Context: an optimization exercise on an open-source flow, tuned for small area. The choices shown serve that exercise and are no tape-out recipe.
In this exercise RTL edits were held to simulation tests only and were not proved equivalent to the original.
Power and IR drop assume default switching activity.

### design/flow/config.mk
export PLATFORM = sky130hd
export DESIGN_NAME = clock_face_top
export DESIGN_NICKNAME = clock_face_top
export VERILOG_FILES = /design/flow/design.v
export SDC_FILE = /design/flow/constraint.sdc
export NUM_CORES = 4
export LEC_CHECK = 0
export ABC_AREA = 1
export CAP_MARGIN = 0
export CORE_MARGIN = 2
export CORE_UTILIZATION = 62
export CTS_BUF_LIST = sky130_fd_sc_hd__clkbuf_4 sky130_fd_sc_hd__clkbuf_8
export CTS_CLUSTER_DIAMETER = 60
export CTS_CLUSTER_SIZE = 20
export SLEW_MARGIN = 0
### design/flow/constraint.sdc
create_clock -name core_clock -period 39.7 [get_ports {vgaclk}]
set_input_delay 7.9400 -clock core_clock [delete_from_list [all_inputs] [get_ports {vgaclk}]]
set_output_delay 7.9400 -clock core_clock [all_outputs]
set_load 0.01 [all_outputs]
### design/flow/design.v
package clock_face_pkg;
  typedef logic [9:0]          coord_t;   
  typedef logic [5:0]          tick_t;    
  typedef logic signed [17:0]  trig_t;    
  typedef logic [23:0]         rgb_t;     
  typedef struct packed {
    logic [4:0] hour;     
    logic [5:0] minute;
    logic [5:0] second;
  } clock_time_t;
  typedef struct packed {
    coord_t x;
    coord_t y;
  } pixel_pos_t;
  typedef struct packed {
    logic hsync;     
    logic vsync;     
    logic visible;   
  } sync_t;
  typedef struct packed {
    coord_t x;       
    coord_t y;
    coord_t len;     
    coord_t wid;     
  } hand_geom_t;
  typedef enum logic [1:0] {HAND_SECOND, HAND_MINUTE, HAND_HOUR} hand_id_t;
  localparam int SECOND_X = 270, SECOND_Y = 238, SECOND_LEN = 200, SECOND_WID = 4;
  localparam int MINUTE_X = 280, MINUTE_Y = 237, MINUTE_LEN = 200, MINUTE_WID = 6;
  localparam int HOUR_X   = 280, HOUR_Y   = 236, HOUR_LEN   = 150, HOUR_WID   = 8;
endpackage
module vga_timing (
  input  logic       vgaclk,
  input  logic       rst_n,
  output logic [9:0] hc,
  output logic [9:0] vc,        
  output logic       hsync_n,
  output logic       vsync_n,
  output logic       visible
);
  logic late;
  logic hvis, vvis;
  always_ff @(posedge vgaclk or negedge rst_n)
  begin
    if (!rst_n)
    begin
      hc <= 10'd582;              
      vc <= 10'(-277);            
    end
    else
    begin
      hc <= (hc == 10'd799) ? 10'd0 : hc + 10'd1;
      if (hc == 10'd479)
        vc <= (vc == 10'd247) ? 10'(-277) : vc + 10'd1;
    end
  end
  always_comb
  begin
    late    = (hc >= 10'd480) && (hc < 10'd584);
    hsync_n = !((hc >= 10'd592) && (hc < 10'd688));
    if (late)
      vsync_n = !((vc == 10'(-274)) || (vc == 10'(-273)));
    else
      vsync_n = !((vc == 10'(-275)) || (vc == 10'(-274)));
    hvis    = (hc >= 10'd736) || (hc < 10'd576);
    if (late)
      vvis = ($signed(vc) >= -10'sd239) && ($signed(vc) <= 10'sd240);
    else
      vvis = ($signed(vc) >= -10'sd240) && ($signed(vc) <= 10'sd239);
    visible = hvis && vvis;
  end
endmodule
module hand_angle (
  input  logic        vgaclk,
  input  logic [16:0] now,         
  input  logic        sample,
  output logic [5:0]  tick_second,
  output logic [5:0]  tick_minute,
  output logic [5:0]  tick_hour
);
  logic [16:0] now_q;
  logic [5:0]  hour5;
  logic [2:0]  min12;
  function automatic logic [5:0] hour_base(input logic [4:0] h);
    case (h)
      5'd0,  5'd12: hour_base = 6'd0;
      5'd1,  5'd13: hour_base = 6'd5;
      5'd2,  5'd14: hour_base = 6'd10;
      5'd3,  5'd15: hour_base = 6'd15;
      5'd4,  5'd16: hour_base = 6'd20;
      5'd5,  5'd17: hour_base = 6'd25;
      5'd6,  5'd18: hour_base = 6'd30;
      5'd7,  5'd19: hour_base = 6'd35;
      5'd8,  5'd20: hour_base = 6'd40;
      5'd9,  5'd21: hour_base = 6'd45;
      5'd10, 5'd22: hour_base = 6'd50;
      default:      hour_base = 6'd55;
    endcase
  endfunction
  always_ff @(posedge vgaclk)
    if (sample)
      now_q <= now;
  always_comb
  begin
    hour5       = hour_base(now_q[16:12]);
    min12       = (now_q[11:6] >= 6'd48) ? 3'd4 :
                  (now_q[11:6] >= 6'd36) ? 3'd3 :
                  (now_q[11:6] >= 6'd24) ? 3'd2 :
                  (now_q[11:6] >= 6'd12) ? 3'd1 : 3'd0;
    tick_second = now_q[5:0];
    tick_minute = now_q[11:6];
    tick_hour   = hour5 + 6'(min12);
  end
endmodule
module hand_raster (
  input  logic       vgaclk,
  input  logic [9:0] hc,
  input  logic [7:0] ady,       
  input  logic       dyneg,     
  input  logic [5:0] tick_second,
  input  logic [5:0] tick_minute,
  input  logic [5:0] tick_hour,
  output logic       hit_second,
  output logic       hit_minute,
  output logic       hit_hour
);
  function automatic logic [16:0] quarter_sin(input logic [3:0] k);
    case (k)
      4'd0:  quarter_sin = 17'd0;
      4'd1:  quarter_sin = 17'd6850;
      4'd2:  quarter_sin = 17'd13626;
      4'd3:  quarter_sin = 17'd20252;
      4'd4:  quarter_sin = 17'd26656;
      4'd5:  quarter_sin = 17'd32768;
      4'd6:  quarter_sin = 17'd38521;
      4'd7:  quarter_sin = 17'd43852;
      4'd8:  quarter_sin = 17'd48702;
      4'd9:  quarter_sin = 17'd53020;
      4'd10: quarter_sin = 17'd56756;
      4'd11: quarter_sin = 17'd59870;
      4'd12: quarter_sin = 17'd62329;
      4'd13: quarter_sin = 17'd64104;
      4'd14: quarter_sin = 17'd65177;
      default: quarter_sin = 17'd65536;
    endcase
  endfunction
  function automatic logic gt9(input logic [8:0] a, input logic [8:0] b);
    logic g;
    g = 1'b0;
    for (int i = 0; i < 9; i++)
      g = (a[i] & ~b[i]) | ((a[i] | ~b[i]) & g);
    gt9 = g;
  endfunction
  function automatic logic [17:0] add18(input logic [17:0] a, input logic [17:0] b, input logic ci);
    logic c;
    c = ci;
    for (int i = 0; i < 18; i++)
    begin
      add18[i] = a[i] ^ b[i] ^ c;
      c        = (a[i] & b[i]) | (a[i] & c) | (b[i] & c);
    end
  endfunction
  logic [4:0]  sl, st;
  logic        active, axis_x, which_x2;
  logic [1:0]  hand;            
  logic [5:0]  tick;
  logic        use_o;
  logic        use15, kneg;
  logic [1:0]  quad;
  logic [3:0]  place;
  logic [3:0]  k;
  logic [16:0] mag;
  logic        o_neg, a_nonneg;
  logic        dybit;
  logic [7:0]  kmag;
  logic [16:0] op_mag;
  logic        op_neg;
  logic        clr, right, div_step;
  logic [26:0] a_in;
  logic [17:0] sum_hi;
  logic [26:0] sum;
  logic        qbit;
  logic [26:0] r;               
  logic        negf;            
  logic [8:0]  res, resx;
  logic        is_lower, wr, we_lo, we_hi, sh_lo, sh_hi;
  logic [8:0]  lo0, lo1, lo2, hi0, hi1, hi2;
  always_comb
  begin
    sl = hc[9:5];
    st = hc[4:0];
    active = (sl >= 5'd15) || (sl <= 5'd1);
    case (sl)
      5'd15:   {hand, axis_x, which_x2} = {2'd0, 1'b1, 1'b0};
      5'd16:   {hand, axis_x, which_x2} = {2'd0, 1'b1, 1'b1};
      5'd17:   {hand, axis_x, which_x2} = {2'd0, 1'b0, 1'b0};
      5'd18:   {hand, axis_x, which_x2} = {2'd0, 1'b0, 1'b1};
      5'd19:   {hand, axis_x, which_x2} = {2'd1, 1'b1, 1'b0};
      5'd20:   {hand, axis_x, which_x2} = {2'd1, 1'b1, 1'b1};
      5'd21:   {hand, axis_x, which_x2} = {2'd1, 1'b0, 1'b0};
      5'd22:   {hand, axis_x, which_x2} = {2'd1, 1'b0, 1'b1};
      5'd23:   {hand, axis_x, which_x2} = {2'd2, 1'b1, 1'b0};
      5'd24:   {hand, axis_x, which_x2} = {2'd2, 1'b1, 1'b1};
      5'd0:    {hand, axis_x, which_x2} = {2'd2, 1'b0, 1'b0};
      default: {hand, axis_x, which_x2} = {2'd2, 1'b0, 1'b1};
    endcase
    case (hand)
      2'd0:    tick = tick_hour;
      2'd1:    tick = tick_minute;
      default: tick = tick_second;
    endcase
    quad     = (tick >= 6'd45) ? 2'd3 : (tick >= 6'd30) ? 2'd2 :
               (tick >= 6'd15) ? 2'd1 : 2'd0;
    place    = tick[3:0] + 4'(quad);
    use_o    = (st <= 5'd7);
    use15    = !(axis_x ^ use_o);
    kneg     = quad[1] ^ (quad[0] & use15);
    k        = place ^ {4{quad[0] ^ use15}};
    mag      = quarter_sin(k);
    o_neg    = kneg ^ axis_x;
    a_nonneg = !kneg;
    case ({hand, axis_x, which_x2})
      4'b0010: kmag = 8'd111;    
      4'b0011: kmag = 8'd40;
      4'b0000: kmag = 8'd5;      
      4'b0001: kmag = 8'd4;
      4'b0110: kmag = 8'd161;    
      4'b0111: kmag = 8'd40;
      4'b0100: kmag = 8'd4;      
      4'b0101: kmag = 8'd3;
      4'b1010: kmag = 8'd151;    
      4'b1011: kmag = 8'd50;
      4'b1000: kmag = 8'd3;      
      default: kmag = 8'd2;
    endcase
    dybit    = ady[st[2:0]];
    clr      = (st == 5'd0);
    div_step = (st >= 5'd11);
    right    = (st <= 5'd8) || (st == 5'd10);
    if (st <= 5'd7)
    begin
      op_mag = dybit ? mag : 17'd0;
      op_neg = dybit & (o_neg ^ dyneg);
    end
    else if (st == 5'd8)
    begin
      op_mag = mag;
      op_neg = 1'b0;
    end
    else if (st == 5'd9)
    begin
      op_mag = {2'd0, kmag, 7'd0};
      op_neg = !which_x2;
    end
    else if (st == 5'd10)
    begin
      op_mag = 17'd0;
      op_neg = 1'b0;
    end
    else
    begin
      op_mag = mag;
      op_neg = (st == 5'd11) | r[0];
    end
    a_in   = clr ? 27'd0 : r;
    sum_hi = add18(a_in[26:9], {1'b0, op_mag} ^ {18{op_neg}}, op_neg);
    sum    = {sum_hi, a_in[8:0]};
    qbit   = div_step & !sum[26];
  end
  always_ff @(posedge vgaclk)
  begin
    if (right)
      r <= {sum[26], sum[26:1]};
    else
      r <= {sum[25:0], qbit};
    if (st == 5'd11)
      negf <= r[26];
  end
  always_comb
  begin
    res      = negf ? 9'd0 : (r[9] ? 9'h1ff : r[8:0]);
    resx     = res ^ {9{a_nonneg}};
    is_lower = a_nonneg ? which_x2 : !which_x2;
    wr       = active && (st == 5'd21);
    we_lo    = wr && is_lower && (axis_x || gt9(resx, lo0));
    we_hi    = wr && !is_lower && (axis_x || gt9(hi0, resx));
    sh_lo    = wr && is_lower && axis_x;
    sh_hi    = wr && !is_lower && axis_x;
  end
  always_ff @(posedge vgaclk)
  begin
    if (we_lo) lo0 <= resx;
    if (sh_lo) begin lo1 <= lo0; lo2 <= lo1; end
    if (we_hi) hi0 <= resx;
    if (sh_hi) begin hi1 <= hi0; hi2 <= hi1; end
  end
  always_comb
  begin
    hit_hour   = !active && gt9(hc[8:0], lo2) && !gt9(hc[8:0], hi2);
    hit_minute = !active && gt9(hc[8:0], lo1) && !gt9(hc[8:0], hi1);
    hit_second = !active && gt9(hc[8:0], lo0) && !gt9(hc[8:0], hi0);
  end
endmodule
module face_composer (
  input  logic        hsync_n,
  input  logic        vsync_n,
  input  logic        visible,
  input  logic [9:0]  hc,
  input  logic [7:0]  ady,       
  input  logic        hit_second,
  input  logic        hit_minute,
  input  logic        hit_hour,
  output logic        hsync,
  output logic        vsync,
  output logic        sync_b,
  output logic [23:0] rgb
);
  logic [7:0] r;
  logic       off;
  logic [7:0] m;
  logic       dial;
  logic       red, green, blue;
  function automatic logic [7:0] dial_run(input logic [7:0] a);
    case (a)
      8'd0: dial_run = 8'd199;
      8'd1: dial_run = 8'd199;
      8'd2: dial_run = 8'd199;
      8'd3: dial_run = 8'd199;
      8'd4: dial_run = 8'd199;
      8'd5: dial_run = 8'd199;
      8'd6: dial_run = 8'd199;
      8'd7: dial_run = 8'd199;
      8'd8: dial_run = 8'd199;
      8'd9: dial_run = 8'd199;
      8'd10: dial_run = 8'd199;
      8'd11: dial_run = 8'd199;
      8'd12: dial_run = 8'd199;
      8'd13: dial_run = 8'd199;
      8'd14: dial_run = 8'd199;
      8'd15: dial_run = 8'd199;
      8'd16: dial_run = 8'd199;
      8'd17: dial_run = 8'd199;
      8'd18: dial_run = 8'd199;
      8'd19: dial_run = 8'd199;
      8'd20: dial_run = 8'd198;
      8'd21: dial_run = 8'd198;
      8'd22: dial_run = 8'd198;
      8'd23: dial_run = 8'd198;
      8'd24: dial_run = 8'd198;
      8'd25: dial_run = 8'd198;
      8'd26: dial_run = 8'd198;
      8'd27: dial_run = 8'd198;
      8'd28: dial_run = 8'd198;
      8'd29: dial_run = 8'd197;
      8'd30: dial_run = 8'd197;
      8'd31: dial_run = 8'd197;
      8'd32: dial_run = 8'd197;
      8'd33: dial_run = 8'd197;
      8'd34: dial_run = 8'd197;
      8'd35: dial_run = 8'd196;
      8'd36: dial_run = 8'd196;
      8'd37: dial_run = 8'd196;
      8'd38: dial_run = 8'd196;
      8'd39: dial_run = 8'd196;
      8'd40: dial_run = 8'd195;
      8'd41: dial_run = 8'd195;
      8'd42: dial_run = 8'd195;
      8'd43: dial_run = 8'd195;
      8'd44: dial_run = 8'd195;
      8'd45: dial_run = 8'd194;
      8'd46: dial_run = 8'd194;
      8'd47: dial_run = 8'd194;
      8'd48: dial_run = 8'd194;
      8'd49: dial_run = 8'd193;
      8'd50: dial_run = 8'd193;
      8'd51: dial_run = 8'd193;
      8'd52: dial_run = 8'd193;
      8'd53: dial_run = 8'd192;
      8'd54: dial_run = 8'd192;
      8'd55: dial_run = 8'd192;
      8'd56: dial_run = 8'd191;
      8'd57: dial_run = 8'd191;
      8'd58: dial_run = 8'd191;
      8'd59: dial_run = 8'd191;
      8'd60: dial_run = 8'd190;
      8'd61: dial_run = 8'd190;
      8'd62: dial_run = 8'd190;
      8'd63: dial_run = 8'd189;
      8'd64: dial_run = 8'd189;
      8'd65: dial_run = 8'd189;
      8'd66: dial_run = 8'd188;
      8'd67: dial_run = 8'd188;
      8'd68: dial_run = 8'd188;
      8'd69: dial_run = 8'd187;
      8'd70: dial_run = 8'd187;
      8'd71: dial_run = 8'd186;
      8'd72: dial_run = 8'd186;
      8'd73: dial_run = 8'd186;
      8'd74: dial_run = 8'd185;
      8'd75: dial_run = 8'd185;
      8'd76: dial_run = 8'd184;
      8'd77: dial_run = 8'd184;
      8'd78: dial_run = 8'd184;
      8'd79: dial_run = 8'd183;
      8'd80: dial_run = 8'd183;
      8'd81: dial_run = 8'd182;
      8'd82: dial_run = 8'd182;
      8'd83: dial_run = 8'd181;
      8'd84: dial_run = 8'd181;
      8'd85: dial_run = 8'd181;
      8'd86: dial_run = 8'd180;
      8'd87: dial_run = 8'd180;
      8'd88: dial_run = 8'd179;
      8'd89: dial_run = 8'd179;
      8'd90: dial_run = 8'd178;
      8'd91: dial_run = 8'd178;
      8'd92: dial_run = 8'd177;
      8'd93: dial_run = 8'd177;
      8'd94: dial_run = 8'd176;
      8'd95: dial_run = 8'd175;
      8'd96: dial_run = 8'd175;
      8'd97: dial_run = 8'd174;
      8'd98: dial_run = 8'd174;
      8'd99: dial_run = 8'd173;
      8'd100: dial_run = 8'd173;
      8'd101: dial_run = 8'd172;
      8'd102: dial_run = 8'd172;
      8'd103: dial_run = 8'd171;
      8'd104: dial_run = 8'd170;
      8'd105: dial_run = 8'd170;
      8'd106: dial_run = 8'd169;
      8'd107: dial_run = 8'd168;
      8'd108: dial_run = 8'd168;
      8'd109: dial_run = 8'd167;
      8'd110: dial_run = 8'd167;
      8'd111: dial_run = 8'd166;
      8'd112: dial_run = 8'd165;
      8'd113: dial_run = 8'd165;
      8'd114: dial_run = 8'd164;
      8'd115: dial_run = 8'd163;
      8'd116: dial_run = 8'd162;
      8'd117: dial_run = 8'd162;
      8'd118: dial_run = 8'd161;
      8'd119: dial_run = 8'd160;
      8'd120: dial_run = 8'd159;
      8'd121: dial_run = 8'd159;
      8'd122: dial_run = 8'd158;
      8'd123: dial_run = 8'd157;
      8'd124: dial_run = 8'd156;
      8'd125: dial_run = 8'd156;
      8'd126: dial_run = 8'd155;
      8'd127: dial_run = 8'd154;
      8'd128: dial_run = 8'd153;
      8'd129: dial_run = 8'd152;
      8'd130: dial_run = 8'd151;
      8'd131: dial_run = 8'd151;
      8'd132: dial_run = 8'd150;
      8'd133: dial_run = 8'd149;
      8'd134: dial_run = 8'd148;
      8'd135: dial_run = 8'd147;
      8'd136: dial_run = 8'd146;
      8'd137: dial_run = 8'd145;
      8'd138: dial_run = 8'd144;
      8'd139: dial_run = 8'd143;
      8'd140: dial_run = 8'd142;
      8'd141: dial_run = 8'd141;
      8'd142: dial_run = 8'd140;
      8'd143: dial_run = 8'd139;
      8'd144: dial_run = 8'd138;
      8'd145: dial_run = 8'd137;
      8'd146: dial_run = 8'd136;
      8'd147: dial_run = 8'd135;
      8'd148: dial_run = 8'd134;
      8'd149: dial_run = 8'd133;
      8'd150: dial_run = 8'd132;
      8'd151: dial_run = 8'd131;
      8'd152: dial_run = 8'd129;
      8'd153: dial_run = 8'd128;
      8'd154: dial_run = 8'd127;
      8'd155: dial_run = 8'd126;
      8'd156: dial_run = 8'd125;
      8'd157: dial_run = 8'd123;
      8'd158: dial_run = 8'd122;
      8'd159: dial_run = 8'd121;
      8'd160: dial_run = 8'd119;
      8'd161: dial_run = 8'd118;
      8'd162: dial_run = 8'd117;
      8'd163: dial_run = 8'd115;
      8'd164: dial_run = 8'd114;
      8'd165: dial_run = 8'd113;
      8'd166: dial_run = 8'd111;
      8'd167: dial_run = 8'd110;
      8'd168: dial_run = 8'd108;
      8'd169: dial_run = 8'd106;
      8'd170: dial_run = 8'd105;
      8'd171: dial_run = 8'd103;
      8'd172: dial_run = 8'd102;
      8'd173: dial_run = 8'd100;
      8'd174: dial_run = 8'd98;
      8'd175: dial_run = 8'd96;
      8'd176: dial_run = 8'd94;
      8'd177: dial_run = 8'd93;
      8'd178: dial_run = 8'd91;
      8'd179: dial_run = 8'd89;
      8'd180: dial_run = 8'd87;
      8'd181: dial_run = 8'd85;
      8'd182: dial_run = 8'd82;
      8'd183: dial_run = 8'd80;
      8'd184: dial_run = 8'd78;
      8'd185: dial_run = 8'd75;
      8'd186: dial_run = 8'd73;
      8'd187: dial_run = 8'd70;
      8'd188: dial_run = 8'd68;
      8'd189: dial_run = 8'd65;
      8'd190: dial_run = 8'd62;
      8'd191: dial_run = 8'd59;
      8'd192: dial_run = 8'd55;
      8'd193: dial_run = 8'd52;
      8'd194: dial_run = 8'd48;
      8'd195: dial_run = 8'd44;
      8'd196: dial_run = 8'd39;
      8'd197: dial_run = 8'd34;
      8'd198: dial_run = 8'd28;
      8'd199: dial_run = 8'd19;
      default: dial_run = 8'd0;
    endcase
  endfunction
  function automatic logic cmp8(input logic [7:0] a, input logic [7:0] b, input logic ge);
    logic g;
    g = ge;
    for (int i = 0; i < 8; i++)
      g = (a[i] & ~b[i]) | ((a[i] | ~b[i]) & g);
    cmp8 = g;
  endfunction
  always_comb
  begin
    r    = dial_run(ady);
    off  = (ady >= 8'd200);
    m    = hc[8] ? hc[7:0] : ~hc[7:0];
    dial = !hc[9] && !off && cmp8(r, m, hc[8]);
    red   = visible && (hit_second || (!hit_minute && !hit_hour && dial));
    green = visible && !hit_second && !hit_minute && (hit_hour || dial);
    blue  = visible && !hit_second && (hit_minute || (!hit_hour && dial));
    hsync  = hsync_n;
    vsync  = vsync_n;
    sync_b = hsync_n | vsync_n;
    rgb    = {{8{red}}, {8{green}}, {8{blue}}};
  end
endmodule
module clock_face_top (
  input  logic        vgaclk,
  input  logic        rst_n,
  input  logic [16:0] now,      
  output logic        hsync,
  output logic        vsync,
  output logic        sync_b,
  output logic [23:0] rgb       
);
  logic [9:0] hc, vc;
  logic [7:0] ady;
  logic       hsync_n, vsync_n, visible;
  logic [5:0] tick_second, tick_minute, tick_hour;
  logic       hit_second, hit_minute, hit_hour;
  vga_timing i_vga_timing (
    .vgaclk  (vgaclk),
    .rst_n   (rst_n),
    .hc      (hc),
    .vc      (vc),
    .hsync_n (hsync_n),
    .vsync_n (vsync_n),
    .visible (visible)
  );
  assign ady = vc[9] ? 8'(-vc) : vc[7:0];
  hand_angle i_hand_angle (
    .vgaclk      (vgaclk),
    .now         (now),
    .sample      (!vsync_n),
    .tick_second (tick_second),
    .tick_minute (tick_minute),
    .tick_hour   (tick_hour)
  );
  hand_raster i_hand_raster (
    .vgaclk      (vgaclk),
    .hc          (hc),
    .ady         (ady),
    .dyneg       (vc[9]),
    .tick_second (tick_second),
    .tick_minute (tick_minute),
    .tick_hour   (tick_hour),
    .hit_second  (hit_second),
    .hit_minute  (hit_minute),
    .hit_hour    (hit_hour)
  );
  face_composer i_face_composer (
    .hsync_n    (hsync_n),
    .vsync_n    (vsync_n),
    .visible    (visible),
    .hc         (hc),
    .ady        (ady),
    .hit_second (hit_second),
    .hit_minute (hit_minute),
    .hit_hour   (hit_hour),
    .hsync      (hsync),
    .vsync      (vsync),
    .sync_b     (sync_b),
    .rgb        (rgb)
  );
endmodule
### design/flow/flow/run.sh
#!/bin/bash
# Own flow: the standard layout (standard.sh), except that synthesis
# maps the logic with ABC alone: no Yosys full/half adder extraction
# (ADDER_MAP_FILE empty) and an area-oriented ABC script (flow/abc_area.script).
# Register inference, names and cell types are those of the standard synthesis.
set -euo pipefail
W=$PWD
rm -rf "$W/scripts_own"
mkdir -p "$W/scripts_own"
cp -r "$FLOW_HOME/scripts/." "$W/scripts_own/"
cp "$W/flow/abc_area.script" "$W/scripts_own/abc_area.script"
cp "$W/flow/abc_area.script" "$W/scripts_own/abc_speed.script"
# standard.sh's make line, run for the synthesis step with the two changes
MK=$(grep '^make ' "$W/standard.sh" | sed 's/"\${@:-finish}"//')
eval "$MK ADDER_MAP_FILE= SCRIPTS_DIR=$W/scripts_own synth" > "$W/synth_own.log" 2>&1
# everything after synthesis as standard
bash "$W/standard.sh" finish > "$W/layout_std.log" 2>&1
### design/flow/flow/abc_area.script
strash
dch -f
map -a
mfs2
strash
dch -f
map -a
topo
### design/flow/standard.sh
#!/bin/bash
# synth_recipe.tcl (not shown) runs the flow's synth.tcl, then flattens the netlist and writes it again
# the make line also repeats each setting of config.mk as NAME=value (left out here)
make -C /OpenROAD-flow-scripts/flow DESIGN_CONFIG=/design/flow/config.mk WORK_HOME=/design/flow/orfs CLKGATE_MAP_FILE= SYNTH_SCRIPT=/design/flow/synth_recipe.tcl "${@:-finish}"
==> run summary, run 1 <==
max_cap viols 0; Post-synth ARST share 0.1600; CTS max path bufs 2; static leakage between 3 and 4 nW; first-pass GRT wire length roughly 35000 µm; worst-margin pin slew between 1 and 1.5 ns; Worst-path clk slew about 0.090 ns; Max IR drop VDD between 0.00004 and 0.00005 V; Core ar. about 13000 µm²; row cnt 42; Synth Cell Area roughly 8400 µm²; net count after synthesis about 1100; synth top area cells edfxtp_1 (26%), nand2_1 (8.9%), dfxtp_1 (7.9%); Synth top cells by count nand2_1 (198), nor2_1 (176), clkinv_1 (151); Worst EP arrival approximately 6.7 ns; total wire length approximately 22000 µm; Die Wd 120.3 µm; htree depth 4; remaining global-route overflow 0; Final Skew 0.01620 ns; dominant synthesized flop cell edfxtp_1; most common cell in the netlist nand2_1; hold path depth 0; routed vias 8189; NumNets Final 1193; vias in the first global route around 7600; Synth area leader edfxtp_1; #FFs+latches synth 125; Cell variety after synth 41; GP Congestion 0.9849; final hold vios 0; cell at the slowest stage of the critical path clkdlybuf4s50_1; worst relative slew slack 0.2867; Syn Area/Cell around 7.5 µm²; most used cell, CP clkinv_1; Die ar. 14480 µm²; post-CTS setup buffer count 0; Post-synth EDFFs 72; YS warnings 4; first drt pass iteration count 6; Worst path max stage delay roughly 0.67 ns; final max-slew violation count 0; endpoint class of the critical path output pin; CTS resizes 0; ratio of cells with drive above 1 in the final layout 0.06066; Global Route Usage Sum 0.3054; final period utilization 0.3690; status finished clean; CP Class reg2out; worst reg2reg path depth 60; Overall Power about 250 µW; min Tclk post-route between 10 and 15 ns; DRT iter0 DRCs about 900; HP Class reg2reg; area share of the largest cell type after synthesis 0.2577; Critical Path Start Type flip-flop; Area Overhead vs Synth 11.44%; # hold bufs at CTS 0; Port Buffer Count 45; achievable frequency roughly 68 MHz; number of remaining DRC errors 0; die height around 120 µm; Initial Util 0.6335; Post-DP HPWL about 16000 µm; IO Pins 46; WP data required between 30 and 40 ns; Vias/cell ~6.0; post-synthesis sequential area ratio 0.3978; largest net degree at the start of global routing 32; initial antenna violation count 0; pwr/cell area approximately 27 nW/µm²; Final TNS setup 0 ns; Post-Syn Instances about 1100; clk sinks between 100 and 150; Final setup viols 0; Worst-Skew Late Latency about 0.46 ns; ANT cells 0; drt wl/cell roughly 16 µm; TritonCTS buffer count 17; CTS tree built; Routed Antenna Nets 0; Fillers ~1100; crit path max fanout 13; Root Driver clkbuf_8; CP Cell Sequence nor2_1 -> clkinv_1 -> nor2_1 -> clkinv_1 -> nor3_1 -> clkinv_1 -> nor2_1 -> o21ai_0 -> nand2_1 -> clkinv_1 -> a32o_1 -> nor4_1 -> o22ai_1 -> o22a_2 -> a22oi_1 -> maj3_1 -> o21ai_0 -> nand2_1 -> o221ai_1 -> o211ai_1 -> nand3_1 -> nand3b_1 -> a21boi_0 -> clkdlybuf4s50_1; RSZ-0062 raised after global routing false
==> logic make-up after synthesis <==
kind of cell    count (synthesis)  share of synthesized area
fa+ha+maj                       1                   0.001193
compound gates                295                     0.2124
flops                         125                     0.3978
buf+inv                       175                    0.08904
xor+xnor                       70                    0.07308
simple gates                  451                     0.2170
mux                             8                   0.009545
==> power breakdown <==
part	internal [mW]	switching (mW)	total, mW
Sequential	0.136	0	0.136
Clock	0.0477	0.0641	0.112
Combinational	0.00156	0.000700	0.00226
==> per-layer routing <==
metal | track usage | up-vias | share of wire
met3 | 0.07028 | 63 | 0.089
met2 | 0.5085 | 410 | 0.48
li1 | - | 3996 | -
met1 | 0.3872 | 3720 | 0.41
met5 | 0 | - | 0
met4 | 0.1192 | 0 | 0.025
==> per-stage QoR <==
| step | setup WS (ns) | hold slack (ns) | instances | cell area, µm² | utilization |
|---|---|---|---|---|---|
| after floorplan | 27.21 | 0.4086 | 1125 | 8389 | - |
| after global placement | 25.79 | 0.4247 | 1331 | 8950 | 0.6758 |
| after detailed placement | 25.62 | 0.4249 | 1331 | 8950 | 0.6758 |
| after CTS | 25.11 | 0.4491 | 1363 | 9349 | 0.7060 |
| after global routing | 24.41 | 0.4559 | 1363 | 9349 | 0.7060 |
| final | 25.05 | 0.4541 | 1363 | 9349 | 0.7060 |
==> final timing paths <==
path	start	end	slack, ns
worst max-delay path	i_vga_timing.vc[0]$_DFFE_PN1N_	rgb[20]	25.05
worst min-delay path	i_hand_raster.lo1[0]$_DFFE_PP_	i_hand_raster.lo2[0]$_DFFE_PP_	0.45
worst max register to register	i_vga_timing.hc[5]$_DFF_PN0_	i_hand_raster.r[25]$_DFF_P_	30.61
worst min register to register	i_hand_raster.lo1[0]$_DFFE_PP_	i_hand_raster.lo2[0]$_DFFE_PP_	0.45
max in group asynchronous	rst_n	i_vga_timing.hc[5]$_DFF_PN0_	31.15
min in group asynchronous	rst_n	i_vga_timing.vc[4]$_DFFE_PN0N_	7.99
==> final cells by class <==
cell class	count	area, µm²	share of cell area
tap	176	220.2	0.02355
sequential	125	3337	0.3569
inverter	151	566.8	0.06063
clock buffer	17	234.0	0.02503
timing repair buffer	54	518.0	0.05541
multi-input combinational	825	4308	0.4608
clock inverter	15	165.2	0.01767
==> registers in the layout (all words and copies together) (netlist names), 9 cells and up <==
signal / count
i_hand_raster.lo0: 9
i_hand_raster.hi0: 9
i_hand_raster.hi2: 9
i_hand_raster.hi1: 9
i_hand_raster.lo1: 9
i_hand_angle.now_q: 17
i_vga_timing.vc: 10
i_hand_raster.r: 27
i_vga_timing.hc: 10
i_hand_raster.lo2: 9
==> worst max-delay path, delay by kind of cell, from the launching register on <==
| family | cells | cell delay, ns |
|---|---|---|
| AND/OR/NAND/NOR | 9 | 2.01 |
| flip-flops | 1 | 0.40 |
| adder cells (fa/ha/maj) | 1 | 0.17 |
| buffers and inverters | 5 | 1.68 |
| AO/OA/AOI/OAI | 9 | 1.98 |
==> cell usage in the layout, fill, tap and decap left out, types with 30 or more instances in the layout <==
cell and count:
a21oi_1 85, clkdlybuf4s50_1 45, clkinv_1 151, dfxtp_1 33, edfxtp_1 72, nand2_1 198
nand3_1 30, nor2_1 175, o21ai_0 92, o22ai_1 34, xor2_1 44
==> inputs of run 2 (changes only) <==
--- a/design/flow/design.v
+++ b/design/flow/design.v
@@ -80,20 +80,5 @@
   logic [16:0] now_q;
+  logic [3:0]  hour12;
   logic [5:0]  hour5;
   logic [2:0]  min12;
-  function automatic logic [5:0] hour_base(input logic [4:0] h);
-    case (h)
-      5'd0,  5'd12: hour_base = 6'd0;
-      5'd1,  5'd13: hour_base = 6'd5;
-      5'd2,  5'd14: hour_base = 6'd10;
-      5'd3,  5'd15: hour_base = 6'd15;
-      5'd4,  5'd16: hour_base = 6'd20;
-      5'd5,  5'd17: hour_base = 6'd25;
-      5'd6,  5'd18: hour_base = 6'd30;
-      5'd7,  5'd19: hour_base = 6'd35;
-      5'd8,  5'd20: hour_base = 6'd40;
-      5'd9,  5'd21: hour_base = 6'd45;
-      5'd10, 5'd22: hour_base = 6'd50;
-      default:      hour_base = 6'd55;
-    endcase
-  endfunction
   always_ff @(posedge vgaclk)
@@ -103,3 +88,4 @@
   begin
-    hour5       = hour_base(now_q[16:12]);
+    hour12      = (now_q[16:12] >= 5'd12) ? 4'(now_q[16:12] - 5'd12) : now_q[15:12];
+    hour5       = {hour12, 2'b00} + {2'b00, hour12};
     min12       = (now_q[11:6] >= 6'd48) ? 3'd4 :
==> design/flow/flow/run.sh (replaced) <==
#!/bin/bash
# Own flow: the standard layout (standard.sh) with these changes:
#  - synthesis maps the logic with ABC alone: no Yosys full/half adder
#    extraction (ADDER_MAP_FILE empty) and an area-oriented ABC script
#    (flow/abc_area.script); register inference, names and cell types are
#    those of the standard synthesis
#  - the port buffers are the smallest buffer (buf_1)
#  - clock tree synthesis without dummy loads
set -euo pipefail
W=$PWD
rm -rf "$W/scripts_own"
mkdir -p "$W/scripts_own"
cp -r "$FLOW_HOME/scripts/." "$W/scripts_own/"
cp "$W/flow/abc_area.script" "$W/scripts_own/abc_area.script"
cp "$W/flow/abc_area.script" "$W/scripts_own/abc_speed.script"
# standard.sh's make line, run for the synthesis step with the two changes
MK=$(grep '^make ' "$W/standard.sh" | sed 's/"\${@:-finish}"//')
eval "$MK ADDER_MAP_FILE= SCRIPTS_DIR=$W/scripts_own synth" > "$W/synth_own.log" 2>&1
# everything after synthesis as standard, but for the port buffer cell and
# the clock tree options
export BUFFER_PORTS_ARGS="-buffer_cell sky130_fd_sc_hd__buf_1"
export CTS_ARGS="-sink_clustering_enable -repair_clock_nets -sink_clustering_size 20 -sink_clustering_max_diameter 60 -buf_list sky130_fd_sc_hd__clkbuf_8 -dont_use_dummy_load"
bash "$W/standard.sh" finish > "$W/layout_std.log" 2>&1
==> design/flow/flow/abc_area.script (replaced) <==
&get -n
&st
&dch -f
&nf -R 1000
&put
mfs2
&get -n
&st
&dch -f
&nf -R 1000
&put
topo
--- a/design/flow/config.mk
+++ b/design/flow/config.mk
@@ -14,2 +14,3 @@
 export CTS_CLUSTER_SIZE = 20
+export GPL_TIMING_DRIVEN = 0
 export SLEW_MARGIN = 0
==> run 2 against run 1 <==
  * Critical path depth shrank 1
  * Still clean
  * Utilization shrank 1.0 points
  * Register-to-register slack lost 2.0 ns
  * Cell area shrank 6.1%
  * Flip-flop and latch count shrank 6
==> run summary, run 2 <==
static leakage ~3.1 nW; post-synthesis sequential area ratio 0.4018; CTS tree built; part of the power in registers 0.626; DRT iter0 DRCs 815; Final TNS setup 0 ns; net count after synthesis 935; Reg area roughly 3200 µm²; pre-CTS WS between 20 and 30 ns; NumNets Final around 1000; final max-slew violation count 0; first-pass GRT wire length between 30000 and 40000 µm; commonest non-fill, non-tap cell in the layout nor2_1; post-CTS setup buffer count 0; Fillers 998; Synth area leader edfxtp_1; TritonCTS buffer count 17; Post-DP HPWL 14680 µm; Root Driver clkbuf_8; ratio of cells with drive above 1 in the final layout 0.06904; ANT cells 0; #FFs+latches synth 119; final setup margin around 25 ns; Vias/cell 6.226; Max IR drop VDD 0.00004067 V; Critical Path Start Type flip-flop; Initial Util 0.6344; clk sinks 119; number of remaining DRC errors 0; Core ar. 12620 µm²; Final Skew 0.01539 ns; Worst-Skew Late Latency ~0.43 ns; delay-heaviest family, CP compound AO/OA/AOI/OAI gates; final period utilization 0.3744; Worst EP arrival 6.92 ns; sw frac 0.1915; row cnt 41; R2R Setup Slk ~29 ns; largest net degree at the start of global routing 33; Synth top cells by count nor2_1 (109), nand2_1 (106), a21oi_1 (78); CP Cell Sequence or2_0 -> nand2_1 -> xnor2_1 -> nand2_1 -> nand3_1 -> a21oi_1 -> nor3_1 -> a311oi_1 -> o31ai_1 -> a21oi_1 -> a21oi_1 -> maj3_1 -> maj3_1 -> maj3_1 -> o221a_1 -> a221oi_1 -> o21a_1 -> nor3_1 -> nand3_1 -> a2111oi_1 -> buf_1 -> buf_4 -> buf_1; Largest Register i_hand_raster.r; Post-synth ARST share 0.1681; most frequent cells in the layout nor2_1 (107), nand2_1 (106), a21oi_1 (77); max_cap viols 0; Routed Antenna Nets 0; Area Overhead vs Synth 9.627%; routed vias around 7200; Fin Hold WS around 0.45 ns; worst path buffer plus inverter count 3; endpoint class of the critical path output pin; Die Wd 117.6 µm; CP Class reg2out; initial antenna violation count 0; Pint 168.1 µW; Die ar. 13840 µm²; Synth Cell Area 8006 µm²; IO Pins 46; area occupied by multi-input gates about 4500 µm²; WP data required approximately 32 ns; CTS resizes 0; die height 117.6 µm; total wire length around 20000 µm; Largest regs i_hand_raster.r (27), i_hand_angle.now_q (17); HP Class reg2reg; min Tclk post-route between 10 and 15 ns; Worst path max stage delay 0.91 ns; # hold bufs at CTS 0; sw power between 30 and 40 µW; YS warnings 4; area share of the largest cell type after synthesis 0.2700; final hold vios 0; GP Congestion a little over 0.9; combinational cell fraction of total power 0.005; Post-Syn Instances 916; first drt pass iteration count 6; pwr/cell area about 24 nW/µm²; htree depth 4; CTS max path bufs 2; status finished clean; max reg flops 27; vias in the first global route slightly below 7000; Global Route Usage Sum 0.2895; placed cell area between 8000 and 9000 µm²; Worst-path clk slew ~0.06 ns; Overall Power just over 200 µW; most common cell in the netlist nor2_1; remaining global-route overflow 0; dominant synthesized flop cell edfxtp_1; drt wl/cell approximately 17 µm; design area about 8800 µm²; crit path max fanout 17; Syn Area/Cell approximately 8.7 µm²; Port Buffer Count 45; Cell variety after synth 52; Clk network pwr share 0.369; RSZ-0062 raised after global routing false; synth top area cells edfxtp_1 (27%), maj3_1 (7.1%), xnor2_1 (7.0%); Final setup viols 0; Post-synth EDFFs roughly 70; worst-margin pin slew approximately 1.2 ns; achievable frequency roughly 67 MHz; cell at the slowest stage of the critical path xnor2_1; worst relative slew slack 0.2019
## run 2: kinds of logic after synthesis
| family | count (synthesis) | share of synthesized area |
|---|---|---|
| AND/OR/NAND/NOR | 304 | 0.1652 |
| AO/OA/AOI/OAI | 251 | 0.1880 |
| flip-flops | 119 | 0.4018 |
| XOR/XNOR | 106 | 0.1160 |
| buffers and inverters | 67 | 0.04266 |
| adder cells (fa/ha/maj) | 57 | 0.07126 |
| multiplexers | 12 | 0.01516 |
## run 2: per-stage QoR
| step | cells | util |
|---|---|---|
| CTS | 1156 | 0.6917 |
| global placement | 1133 | 0.6649 |
| floorplan | 916 | - |
| finish | 1157 | 0.6955 |
| detailed placement | 1139 | 0.6731 |
| global route | 1157 | 0.6955 |
## run 2: final cells by class
class	count	area share
Inverter	43	0.01839
Clock buffer	17	0.02666
Buffer	24	0.02053
Sequential cell	119	0.3665
Timing Repair Buffer	52	0.02865
Multi-Input combinational cell	730	0.5148
Tap cell	172	0.02452
## run 2: worst register-to-register path: cells and delay by family (launching register included)
family	cells	cell delay, ns
adder cells (fa/ha/maj)	9	2.92
XOR/XNOR	5	2.01
AO/OA/AOI/OAI	10	1.80
buffers and inverters	5	0.79
flip-flops	1	0.68
AND/OR/NAND/NOR	16	2.76
## run 2: power groups by stage
stage	registers, mW	clock network (mW)	logic (mW)
4_1_cts	0.130	0.0779	0.00104
6_report	0.130	0.0767	0.00100
2_1_floorplan	0.133	0	0.00000171
3_5_place_dp	0.133	0	0.00102
5_1_grt	0.130	0.0828	0.00117
3_3_place_gp	0.133	0	0.000976
## run 2: path summary, 6_finish.rpt
check                                                    start                             end  cells past startpoint
worst max-delay path            i_vga_timing.vc[0]$_DFFE_PN1N_                         rgb[19]                     23
worst min-delay path               i_hand_raster.r[26]$_DFF_P_    i_hand_raster.negf$_DFFE_PP_                      0
worst max register to register    i_vga_timing.hc[9]$_DFF_PN1_      i_hand_raster.r[0]$_DFF_P_                     45
worst min register to register     i_hand_raster.r[26]$_DFF_P_    i_hand_raster.negf$_DFFE_PP_                      0
max in group asynchronous                                rst_n    i_vga_timing.hc[4]$_DFF_PN0_                      1
min in group asynchronous                                rst_n  i_vga_timing.vc[4]$_DFFE_PN0N_                      1
## run 2: layer usage
metal / wire (µm) / global-route usage
met1: 8381 / 0.3850
met2: 9268 / 0.4666
met3: 1677 / 0.05572
met4: 487 / 0.1175
met5: 0 / 0
==> inputs of run 3 (changes only) <==
--- a/design/flow/flow/run.sh
+++ b/design/flow/flow/run.sh
@@ -8,2 +8,3 @@
 #  - clock tree synthesis without dummy loads
+#  - synthesis' pass-through buffers removed before placement (flow/pre_gpl.tcl)
 set -euo pipefail
@@ -20,2 +21,3 @@
 # the clock tree options
+export PRE_GLOBAL_PLACE_TCL="$W/flow/pre_gpl.tcl"
 export BUFFER_PORTS_ARGS="-buffer_cell sky130_fd_sc_hd__buf_1"
==> design/flow/flow/abc_area.script (replaced) <==
&get -n
&st
&deepsyn -T 60
&dch -f
&nf -R 1000
&put
mfs2
&get -n
&st
&dch -f
&nf -R 1000
&put
topo
==> design/flow/flow/pre_gpl.tcl (new file) <==
# before global placement: drop the buffers synthesis put on pass-through
# nets (the port buffers inserted next replace them), as the standard flow
# does when its placement is timing driven
remove_buffers
==> run 3 against run 2 <==
  * Clock skew up 0.013 ns
  * Count of clock-buffer cells in the layout unchanged
  * Sequential share of layout area grew 1.8 points
  * Critical endpoint is now rgb[20]
  * Utilization is 2.6 points lower
  * Highest routed layer unchanged
  * Cell area is 4.6% lower
==> run summary, run 3 <==
main combinational cell family by area after synthesis compound AO/OA/AOI/OAI gates; worst reg2reg path depth between 40 and 50; sw power just over 40 µW; Layout Cells excl Fill around 1100; max reg flops 27; final core utilization 0.6691; achievable frequency roughly 68 MHz; RSZ-0062 raised after global routing false; Largest Register i_hand_raster.r; WL met3 about 1200 µm; Placed Instances approximately 1100; ratio of cells with drive above 1 in the final layout 0.03958; Critical Path Start Type flip-flop; number of remaining DRC errors 0; Die ar. 13620 µm²; Largest regs i_hand_raster.r (27), i_hand_angle.now_q (17); total wire length roughly 19000 µm; most used cell, CP a21oi_1; first drt pass iteration count 6; Vias/cell 6.248; min Tclk post-route roughly 15 ns; TritonCTS buffer count 17; initial antenna violation count 0; area share of the largest cell type after synthesis 0.2746; Synth Area in XOR/XNOR 0.1157; Final setup viols 0; worst hold start i_hand_raster.lo1[4]$_DFFE_PP_; row cnt 41; worst relative slew slack 0.1509; worst-margin pin slew between 1 and 1.5 ns; YS warnings 4; Post-synth EDFFs 72; drt wl/cell around 17 µm; htree depth 4; WP data required approximately 32 ns; Post-Synth Simple-Gate Area 0.1856; GP Congestion 0.9243; IO Pins 46; CTS max path bufs 2; Worst path max stage delay ~0.76 ns; Clk network pwr share 0.373; part of the power in registers 0.622; largest net degree at the start of global routing 46; worst r2r src i_vga_timing.hc[5]$_DFF_PN0_; pwr/cell area approximately 25 nW/µm²; combinational cell fraction of total power 0.005; Initial Util 0.6289; Fillers ~1100; # hold bufs at CTS 0; vias in the first global route between 6000 and 7000; design area between 8000 and 9000 µm²; endpoint class of the critical path output pin; DRT iter0 DRCs approximately 780; NumNets Final roughly 980; clk sinks between 100 and 150; CP Cell Sequence or2_0 -> nand2_1 -> xor2_1 -> o21ai_0 -> a21oi_1 -> a21oi_1 -> o21ai_0 -> a21oi_1 -> a211oi_1 -> nor3_1 -> o21ai_0 -> o21ai_0 -> o21ai_0 -> a21oi_1 -> a21oi_1 -> o21ai_0 -> a221o_1 -> a21oi_1 -> a21oi_1 -> nor3_1 -> nand2b_1 -> nand2b_1 -> a21oi_1 -> buf_1; Crit. Startpoint i_vga_timing.vc[0]$_DFFE_PN1N_; most common cell in the netlist nand2_1; Root Driver clkbuf_8; placed cell area ~8000 µm²; commonest non-fill, non-tap cell in the layout nand2_1; Pint between 150 and 200 µW; synth top area cells edfxtp_1 (27%), dfxtp_1 (6.9%), a21oi_1 (6.5%); first-pass GRT wire length ~30000 µm; met2 wire len 9276 µm; Port Buffer Count 45; final max-slew violation count 0; die height around 120 µm; sw frac 0.1972; cell at the slowest stage of the critical path xor2_1; post-CTS setup buffer count 0; Die Wd 116.7 µm; Cell variety after synth 52; HP Class reg2reg; Area Overhead vs Synth 6.389%; status finished clean; Syn Area/Cell ~8.6 µm²; CTS resizes 0; final period utilization 0.3686; hold path depth 0; Worst EP arrival between 6 and 7 ns; ANT cells 0; Synth top cells by count nand2_1 (113), nor2_1 (104), a21oi_1 (103); Post-Syn Instances about 900; Final TNS setup 0 ns; Post-DP HPWL 13750 µm; Global Route Usage Sum 0.2840; Max IR drop VDD 0.00001880 V; CTS tree built; top sig layer met4; most frequent cells in the layout nand2_1 (112), nor2_1 (102), a21oi_1 (102); Routed Antenna Nets 0; Compound-Gate Fraction of Synth Area 0.2127; static leakage between 2 and 3 nW; final hold vios 0; CP Class reg2out; routed vias ~7100; net count after synthesis between 900 and 1000; Worst-path clk slew 0.08 ns; max_cap viols 0; Synth area leader edfxtp_1; Synth Cell Area 7873 µm²; Post-synth ARST share 0.1681; Core ar. around 13000 µm²; Final Skew ~0.028 ns; #FFs+latches synth between 100 and 150; mux contribution to synthesized area 0.01033; remaining global-route overflow 0; Adder-Cell Fraction of Synth Area 0.02797; post-synthesis sequential area ratio 0.4086; dominant synthesized flop cell edfxtp_1; crit path max fanout 14; Worst-Skew Late Latency ~0.45 ns; M1 WL between 8000 and 9000 µm
## run 3: path summary, 6_finish.rpt
| path | to | slack, ns |
|---|---|---|
| min in group asynchronous | i_vga_timing.vc[4]$_DFFE_PN0N_ | 7.67 |
| setup / recovery | rgb[20] | 25.07 |
| setup reg to reg | i_hand_raster.r[25]$_DFF_P_ | 28.51 |
| hold / removal | i_hand_raster.lo2[4]$_DFFE_PP_ | 0.44 |
| hold reg to reg | i_hand_raster.lo2[4]$_DFFE_PP_ | 0.44 |
| max in group asynchronous | i_vga_timing.hc[4]$_DFF_PN0_ | 31.35 |
## run 3: routing by layer
layer | vias up | track usage
li1 | 3392 | -
met1 | 3375 | 0.3689
met2 | 270 | 0.4775
met3 | 36 | 0.05501
met4 | 0 | 0.09725
met5 | - | 0
## run 3: critical path: cells and delay by family (launching register included)
family / cells / cell delay, ns
AOI/OAI and AO/OA: 16 / 3.10
and+or+nand+nor: 6 / 1.44
xor gates and xnor gates: 1 / 0.76
DFF: 1 / 0.72
buffers and inverters: 1 / 0.21
## run 3: layout make-up
cell class	count	area [µm²]	share of cell area
multi-input cells	743	4387	0.5238
clock buffers	17	234.0	0.02794
flip-flops and latches	119	3217	0.3841
inverters	34	127.6	0.01524
well taps	172	215.2	0.02569
repair buffers	47	195.2	0.02330
## run 3: kinds of logic (layout without fill, tap and decap cells)
kind of cell | Yosys count | after routing
DFF | 119 | 119
AOI/OAI and AO/OA | 283 | 283
buffers and inverters | 58 | 98
xor gates and xnor gates | 104 | 104
adders and majority gates | 22 | 22
muxes | 8 | 8
and+or+nand+nor | 326 | 326
## run 3: power groups by stage
| stage | logic [mW] | registers [mW] | clock network (mW) |
|---|---|---|---|
| after floorplan | 0.00000174 | 0.133 | 0 |
| after global placement | 0.000935 | 0.133 | 0 |
| after detailed placement | 0.000992 | 0.133 | 0 |
| after CTS | 0.000995 | 0.130 | 0.0789 |
| after global routing | 0.00113 | 0.130 | 0.0837 |
| final | 0.000962 | 0.130 | 0.0781 |
## run 3: through the flow
step,setup WS (ns),power [mW],hold slack [ns]
after floorplan,26.89,0.1327,0.4081
after global placement,25.59,0.1336,0.4143
after detailed placement,25.65,0.1337,0.4354
after CTS,25.16,0.2101,0.4387
after global routing,24.53,0.2150,0.4476
final,25.07,0.2093,0.4404
==> inputs of run 4 (changes only) <==
--- a/design/flow/flow/run.sh
+++ b/design/flow/flow/run.sh
@@ -23,3 +23,3 @@
 export BUFFER_PORTS_ARGS="-buffer_cell sky130_fd_sc_hd__buf_1"
-export CTS_ARGS="-sink_clustering_enable -repair_clock_nets -sink_clustering_size 20 -sink_clustering_max_diameter 60 -buf_list sky130_fd_sc_hd__clkbuf_8 -dont_use_dummy_load"
+export CTS_ARGS="-sink_clustering_enable -repair_clock_nets -sink_clustering_size 20 -sink_clustering_max_diameter 60 -root_buf sky130_fd_sc_hd__clkbuf_8 -buf_list sky130_fd_sc_hd__clkbuf_4 -dont_use_dummy_load"
 bash "$W/standard.sh" finish > "$W/layout_std.log" 2>&1
==> run 4 against run 3 <==
  * Still clean on timing, DRC and antenna
  * Non-clock buffer count unchanged
  * Die area unchanged
  * Final cell count unchanged
  * Register-to-register slack about the same
  * First-iteration DRC count increased by 4.8%
  * Sequential power about the same
  * Critical path depth unchanged
  * Via count decreased by 0.66%
  * Global-route usage decreased by 0.28 points
  * Routed wire length decreased by 0.94%
  * Flip-flop and latch count unchanged
  * Count of clock-buffer cells in the layout unchanged
==> run summary, run 4 <==
die height between 100 and 150 µm; Vias/cell between 6 and 7; Die Wd roughly 120 µm; global routing usage on met2 0.4767; Critical Path Start Type flip-flop; post-CTS setup buffer count 0; htree depth 4; Post-synth EDFFs around 70; synth top area cells edfxtp_1 (27%), dfxtp_1 (6.9%), a21oi_1 (6.5%); Worst-path clk slew 0.12 ns; #FFs+latches synth 119; Global Route Usage Sum 0.2813; final max-slew violation count 0; worst r2r src i_vga_timing.hc[5]$_DFF_PN0_; pwr/cell area ~23 nW/µm²; TritonCTS buffer count 17; first drt pass iteration count 5; CTS tree built; worst relative slew slack 0.1466; Max IR drop VDD 0.00001675 V; Synth area leader edfxtp_1; worst path buffer plus inverter count 1; CTS max path bufs 2; Layout Cells excl Fill roughly 1100; cell at the slowest stage of the critical path xor2_1; delay-heaviest family, CP compound AO/OA/AOI/OAI gates; worst reg2reg path depth 48; post-synthesis sequential area ratio 0.4086; most used cell, CP a21oi_1; clk sinks ~120; Syn Area/Cell 8.557 µm²; HP Class reg2reg; most common cell in the netlist nand2_1; placed cell area 8119 µm²; GP Congestion approximately 0.92; Post-DP HPWL around 14000 µm; remaining global-route overflow 0; Port Buffer Count 45; IO Pins between 40 and 50; routed vias roughly 7000; largest net degree at the start of global routing 46; pre-CTS WS 25.65 ns; Die ar. 13620 µm²; max reg flops 27; final period utilization 0.3673; Overall Power about 190 µW; final setup margin 25.12 ns; Final setup viols 0; Post-synth ARST share 0.1681; worst hold endpoint i_hand_raster.lo2[4]$_DFFE_PP_; worst hold start i_hand_raster.lo1[4]$_DFFE_PP_; max_cap viols 0; ANT cells 0; Post-Syn Instances around 900; crit path max fanout 14; Area Overhead vs Synth 5.118%; dominant synthesized flop cell edfxtp_1; drt wl/cell 16.55 µm; achievable frequency around 69 MHz; CTS resizes 0; Fillers between 1000 and 1500; number of remaining DRC errors 0; net count after synthesis approximately 940; final core utilization 0.6611; area share of the largest cell type after synthesis 0.2746; final hold vios 0; Root Driver clkbuf_8; R2R Setup Slk approximately 29 ns; CP Cell Sequence or2_0 -> nand2_1 -> xor2_1 -> o21ai_0 -> a21oi_1 -> a21oi_1 -> o21ai_0 -> a21oi_1 -> a211oi_1 -> nor3_1 -> o21ai_0 -> o21ai_0 -> o21ai_0 -> a21oi_1 -> a21oi_1 -> o21ai_0 -> a221o_1 -> a21oi_1 -> a21oi_1 -> nor3_1 -> nand2b_1 -> nand2b_1 -> a21oi_1 -> buf_1; vias in the first global route 6455; hold path depth 0; most frequent cells in the layout nand2_1 (112), nor2_1 (102), a21oi_1 (102); GRT busiest layer met2; met3 capacity usage during global routing 0.05034; min Tclk post-route about 15 ns; design area 8275 µm²; Synth top cells by count nand2_1 (113), nor2_1 (104), a21oi_1 (103); Final Skew about 0.044 ns; row cnt 41; reg-to-reg endpoint i_hand_raster.r[25]$_DFF_P_; Largest regs i_hand_raster.r (27), i_hand_angle.now_q (17); Fin Hold WS approximately 0.43 ns; Cell variety after synth 52; first-pass GRT wire length ~30000 µm; Placed Instances 1115; worst-margin pin slew about 1.3 ns; initial antenna violation count 0; Final TNS setup 0 ns; NumNets Final between 900 and 1000; commonest non-fill, non-tap cell in the layout nand2_1; ratio of cells with drive above 1 in the final layout 0.03958; WP data required 31.76 ns; status finished clean; Initial Util 0.6289; CP Class reg2out; Worst path max stage delay 0.77 ns; Core ar. ~13000 µm²; Worst-Skew Late Latency about 0.42 ns; total wire length ~19000 µm; endpoint class of the critical path output pin; DRT iter0 DRCs between 800 and 900; static leakage between 2 and 3 nW; Worst EP arrival between 6 and 7 ns; # hold bufs at CTS 0; YS warnings 4; Synth Cell Area between 7000 and 8000 µm²; GR met1 Demand/Resource 0.3710; Routed Antenna Nets 0; Largest Register i_hand_raster.r; RSZ-0062 raised after global routing false
run 4: cell type report:
class,count,area (µm²),area share
clock buffers,17,133.9,0.01618
inverters,34,127.6,0.01542
multi-input cells,743,4387,0.5301
flip-flops and latches,119,3217,0.3887
well taps,172,215.2,0.02601
repair buffers,47,195.2,0.02359
run 4: worst max-delay path by stage:
stage                                   startpoint      end  slack, ns  cells past startpoint
floorplan           i_vga_timing.vc[0]$_DFFE_PN1N_  rgb[10]      26.89                     21
global placement    i_vga_timing.vc[0]$_DFFE_PN1N_  rgb[20]      25.59                     24
detailed placement  i_vga_timing.vc[0]$_DFFE_PN1N_  rgb[20]      25.65                     24
CTS                 i_vga_timing.vc[0]$_DFFE_PN1N_  rgb[20]      25.19                     24
global route        i_vga_timing.vc[0]$_DFFE_PN1N_  rgb[14]      24.56                     23
finish              i_vga_timing.vc[0]$_DFFE_PN1N_  rgb[20]      25.12                     24
run 4: worst register-to-register path: cells and delay by family, from the launching register on:
kind                     cells  cell delay, ns
AND/OR/NAND/NOR             23            3.85
AO/OA/AOI/OAI               13            2.73
adder cells (fa/ha/maj)      6            2.14
XOR/XNOR                     4            1.30
flip-flops                   1            0.58
buffers and inverters        2            0.56
run 4: kinds of logic (layout without fill, tap and decap cells):
logic type	after synthesis	in the layout	share of synthesized area
AOI/OAI and AO/OA	283	283	0.2127
buffers and inverters	58	98	0.03910
DFF	119	119	0.4086
adders and majority gates	22	22	0.02797
and+or+nand+nor	326	326	0.1856
muxes	8	8	0.01033
xor gates and xnor gates	104	104	0.1157
run 4: metal layers:
layer | routed length [µm] | vias to the layer above
li1 | - | 3404
met1 | 8173 | 3312
met2 | 9176 | 283
met3 | 1163 | 27
met4 | 223 | 0
met5 | 0 | -
run 4: power by group:
part / internal (mW) / switching [mW]
registers: 0.130 / 0
clock network: 0.0210 / 0.0374
logic: 0.000388 / 0.000573
total: 0.151 / 0.0379
==> inputs of run 5 (changes only) <==
--- a/design/flow/design.v
+++ b/design/flow/design.v
@@ -34,3 +34,4 @@
   output logic [9:0] hc,
-  output logic [9:0] vc,        
+  output logic       vneg,      
+  output logic [8:0] vmag,      
   output logic       hsync_n,
@@ -46,3 +47,4 @@
       hc <= 10'd582;              
-      vc <= 10'(-277);            
+      vneg <= 1'b1;               
+      vmag <= 9'd277;
     end
@@ -52,3 +54,20 @@
       if (hc == 10'd479)
-        vc <= (vc == 10'd247) ? 10'(-277) : vc + 10'd1;
+      begin
+        if (!vneg)
+        begin
+          if (vmag == 9'd247)
+          begin
+            vneg <= 1'b1;
+            vmag <= 9'd277;
+          end
+          else
+            vmag <= vmag + 9'd1;
+        end
+        else
+        begin
+          if (vmag == 9'd1)
+            vneg <= 1'b0;
+          vmag <= vmag - 9'd1;
+        end
+      end
     end
@@ -60,10 +79,7 @@
     if (late)
-      vsync_n = !((vc == 10'(-274)) || (vc == 10'(-273)));
+      vsync_n = !(vneg && ((vmag == 9'd274) || (vmag == 9'd273)));
     else
-      vsync_n = !((vc == 10'(-275)) || (vc == 10'(-274)));
+      vsync_n = !(vneg && ((vmag == 9'd275) || (vmag == 9'd274)));
     hvis    = (hc >= 10'd736) || (hc < 10'd576);
-    if (late)
-      vvis = ($signed(vc) >= -10'sd239) && ($signed(vc) <= 10'sd240);
-    else
-      vvis = ($signed(vc) >= -10'sd240) && ($signed(vc) <= 10'sd239);
+    vvis    = (vmag <= 9'd239) || ((vmag == 9'd240) && (late ^ vneg));
     visible = hvis && vvis;
@@ -543,3 +559,5 @@
 );
-  logic [9:0] hc, vc;
+  logic [9:0] hc;
+  logic       vneg;
+  logic [8:0] vmag;
   logic [7:0] ady;
@@ -552,3 +570,4 @@
     .hc      (hc),
-    .vc      (vc),
+    .vneg    (vneg),
+    .vmag    (vmag),
     .hsync_n (hsync_n),
@@ -557,3 +576,3 @@
   );
-  assign ady = vc[9] ? 8'(-vc) : vc[7:0];
+  assign ady = vmag[7:0];
   hand_angle i_hand_angle (
@@ -570,3 +589,3 @@
     .ady         (ady),
-    .dyneg       (vc[9]),
+    .dyneg       (vneg),
     .tick_second (tick_second),
==> run 5 against run 4 <==
  * Final cell count down 1.2%
  * Critical endpoint is now rgb[21]
  * Synthesized area down 0.64%
  * Cell area down 1.0%
  * Die area down 0.62%
  * Critical path depth down 1
  * Largest power group unchanged
  * Routed wire length up 1.9%
  * Hold slack better by 0.017 ns
  * Clock skew up 0.0032 ns
  * Power about the same
==> run summary, run 5 <==
final hold vios 0; die height approximately 120 µm; Routed Antenna Nets 0; CP Class reg2out; max_cap viols 0; CTS max path bufs 2; NumNets Final 967; combinational cell fraction of total power 0.005; final max-slew violation count 0; crit path max fanout 40; remaining global-route overflow 0; Largest regs i_hand_raster.r (27), i_hand_angle.now_q (17), i_vga_timing.hc (10); #FFs+latches synth ~120; TritonCTS buffer count 17; total wire length between 15000 and 20000 µm; Die Wd ~120 µm; RSZ-0062 raised after global routing false; YS warnings 4; final period utilization 0.3358; post-synthesis sequential area ratio 0.4109; Root Driver clkbuf_8; Core ar. about 12000 µm²; Overall Power around 190 µW; achievable frequency ~75 MHz; sw frac 0.2007; Synth Cell Area about 7800 µm²; Die ar. around 14000 µm²; pwr/cell area roughly 23 nW/µm²; Final Skew 0.04744 ns; number of remaining DRC errors 0; IO Pins between 40 and 50; initial antenna violation count 0; Post-synth EDFFs around 70; Pint about 150 µW; post-CTS setup buffer count 0; DRT iter0 DRCs 607; Vias/cell approximately 6.2; HP Class reg2reg; Worst-Skew Late Latency approximately 0.42 ns; dominant synthesized flop cell edfxtp_1; Critical Path Start Type flip-flop; GP Congestion between 0.9 and 1; status finished clean; Port Buffer Count 45; # hold bufs at CTS 0; worst relative slew slack 0.1491; Global Route Usage Sum 0.2913; first drt pass iteration count 5; Syn Area/Cell about 8.6 µm²; placed cell area between 8000 and 9000 µm²; Initial Util 0.6275; Cell variety after synth 51; ratio of cells with drive above 1 in the final layout 0.03594; Post-Syn Instances roughly 910; static leakage around 2.8 nW; net count after synthesis 924; row cnt slightly above 40; Post-synth ARST share 0.1681; Largest Register i_hand_raster.r; htree depth 4; design area slightly above 8000 µm²; Synth top cells by count nor2_1 (101), nand2_1 (99), a21oi_1 (95); most frequent cells in the layout nand2_1 (99), nor2_1 (99), a21oi_1 (95); most common cell in the netlist nor2_1; WP data required about 32 ns; endpoint class of the critical path output pin; Post-DP HPWL between 10000 and 15000 µm; vias in the first global route between 6000 and 7000; drt wl/cell around 17 µm; Area Overhead vs Synth 4.719%; ANT cells 0; Worst EP arrival around 5.4 ns; routed vias roughly 7000; first-pass GRT wire length ~31000 µm; max reg flops 27; largest net degree at the start of global routing 41; Clk network pwr share 0.308; Worst-path clk slew 0.11 ns; Final TNS setup 0 ns; sw power about 38 µW; area share of the largest cell type after synthesis 0.2764; clk sinks roughly 120; CTS tree built; Synth area leader edfxtp_1; synth top area cells edfxtp_1 (28%), dfxtp_1 (6.9%), a21oi_1 (6.1%); Max IR drop VDD roughly 0.000022 V; part of the power in registers 0.687; worst-margin pin slew between 1 and 1.5 ns; CTS resizes 0; min Tclk post-route approximately 13 ns; Final setup viols 0
-- run 5: cell count changes in the layout (fill, tap and decap cells not counted), sizes merged, moves of 10 or more --
cell | before | now
xor2 | 48 | 27
o21ai | 75 | 59
nand2 | 113 | 99
maj3 | 22 | 34
nand3 | 20 | 30
-- run 5: worst paths after layout --
check | from | to | slack (ns) | cells after the start
setup / recovery | i_vga_timing.vmag[5]$_DFFE_PN0N_ | rgb[21] | 26.37 | 23
hold / removal | i_hand_raster.lo1[0]$_DFFE_PP_ | i_hand_raster.lo2[0]$_DFFE_PP_ | 0.45 | 0
setup reg to reg | i_hand_angle.now_q[11]$_DFFE_PN_ | i_hand_raster.r[25]$_DFF_P_ | 26.61 | 61
hold reg to reg | i_hand_raster.lo1[0]$_DFFE_PP_ | i_hand_raster.lo2[0]$_DFFE_PP_ | 0.45 | 0
max in group asynchronous | rst_n | i_vga_timing.hc[0]$_DFF_PN0_ | 31.38 | 1
min in group asynchronous | rst_n | i_vga_timing.vmag[5]$_DFFE_PN0N_ | 7.68 | 1
-- run 5: cells by family (layout without fill, tap and decap cells) --
| family | count (synthesis) | in the layout | synth area share |
|---|---|---|---|
| compound gates | 268 | 268 | 0.2073 |
| xor+xnor | 76 | 76 | 0.08509 |
| fa+ha+maj | 34 | 34 | 0.04351 |
| buf+inv | 64 | 105 | 0.04223 |
| flops | 119 | 119 | 0.4109 |
| mux | 9 | 9 | 0.01472 |
| simple gates | 335 | 335 | 0.1963 |
-- run 5: area by class of cell --
class / count / area, µm²
Inverter: 40 / 150.1
Tap cell: 172 / 215.2
Fill cell: 1079 / 4274
Clock buffer: 17 / 133.9
Timing Repair Buffer: 48 / 188.9
Sequential cell: 119 / 3214
Multi-Input combinational cell: 722 / 4289
-- run 5: per-stage QoR --
| step | util | worst slack, ns | hold slack [ns] | std cells |
|---|---|---|---|---|
| after floorplan | - | 26.34 | 0.4168 | 905 |
| after global placement | 0.6439 | 24.83 | 0.4338 | 1098 |
| after detailed placement | 0.6454 | 26.50 | 0.4454 | 1100 |
| after global routing | 0.6571 | 25.49 | 0.4661 | 1118 |
| final | 0.6571 | 26.37 | 0.4451 | 1118 |
| after CTS | 0.6561 | 26.38 | 0.4486 | 1117 |
-- run 5: power by group through the flow --
stage | combinational [mW] | clock [mW] | sequential [mW]
final | 0.000950 | 0.0584 | 0.130
after global routing | 0.00117 | 0.0642 | 0.130
after CTS | 0.000998 | 0.0596 | 0.130
after detailed placement | 0.00100 | 0 | 0.133
after global placement | 0.000919 | 0 | 0.133
after floorplan | 0.00000167 | 0 | 0.133
-- run 5: worst max-delay path, cell delays in order (launching register included) --
cell      delay [ns]
dfrtp_1         0.86
nand2b_1        0.45
nor2_1          0.30
nand2_1         0.15
a21oi_1         0.21
nor2_1          0.07
nor2_1          0.09
a21oi_1         0.06
a21oi_1         0.18
a41o_1          0.14
a21oi_1         0.07
a31oi_1         0.24
o221ai_1        0.14
o21ai_0         0.10
o221ai_1        0.13
maj3_1          0.37
maj3_1          0.36
a21oi_1         0.15
a31oi_1         0.05
a22oi_1         0.27
nor2_1          0.10
a31oi_1         0.17
nor3_1          0.13
buf_1           0.17
-- run 5: layer usage --
| layer | GRT usage | wire length, µm | up-vias |
|---|---|---|---|
| met5 | 0 | 0 | - |
| met4 | 0.09444 | 311 | 0 |
| met3 | 0.04930 | 1457 | 24 |
| met2 | 0.4752 | 8974 | 308 |
| met1 | 0.3982 | 8356 | 3248 |
| li1 | - | - | 3398 |

==> what the ideal ports hide <==
How much do the figures lean on ideal ports? The routed layouts below were timed once more, with nothing changed but the port constraints. Step 1, drivers: a clkbuf_16 drives vgaclk and a buf_2 each remaining input, both assumed. Step 2, shift: input delay + t, output delay - t, t = (earliest + latest rising clock arrival at the registers) / 2. This alone moves slack from input paths to output paths. Three values: no drivers, after step 1, after step 2; two values: the first two.
| run | t, ns | setup WS [ns] | worst hold slack (ns) | worst register clock-pin slew, ns |
|---|---|---|---|---|
| run 1 | 0.491 | 25.050 / 25.009 / 25.500 | 0.454 / 0.454 / 0.454 | 0.10 / 0.10 |
| run 2 | 0.457 | 24.838 / 24.800 / 25.257 | 0.447 / 0.447 / 0.447 | 0.07 / 0.07 |
| run 3 | 0.476 | 25.066 / 25.027 / 25.503 | 0.440 / 0.440 / 0.440 | 0.08 / 0.08 |
| run 4 | 0.442 | 25.118 / 25.079 / 25.521 | 0.428 / 0.428 / 0.428 | 0.12 / 0.12 |
| run 5 | 0.438 | 26.367 / 26.329 / 26.614 | 0.445 / 0.445 / 0.445 | 0.11 / 0.11 |
After both steps setup and hold are still met in every run listed.
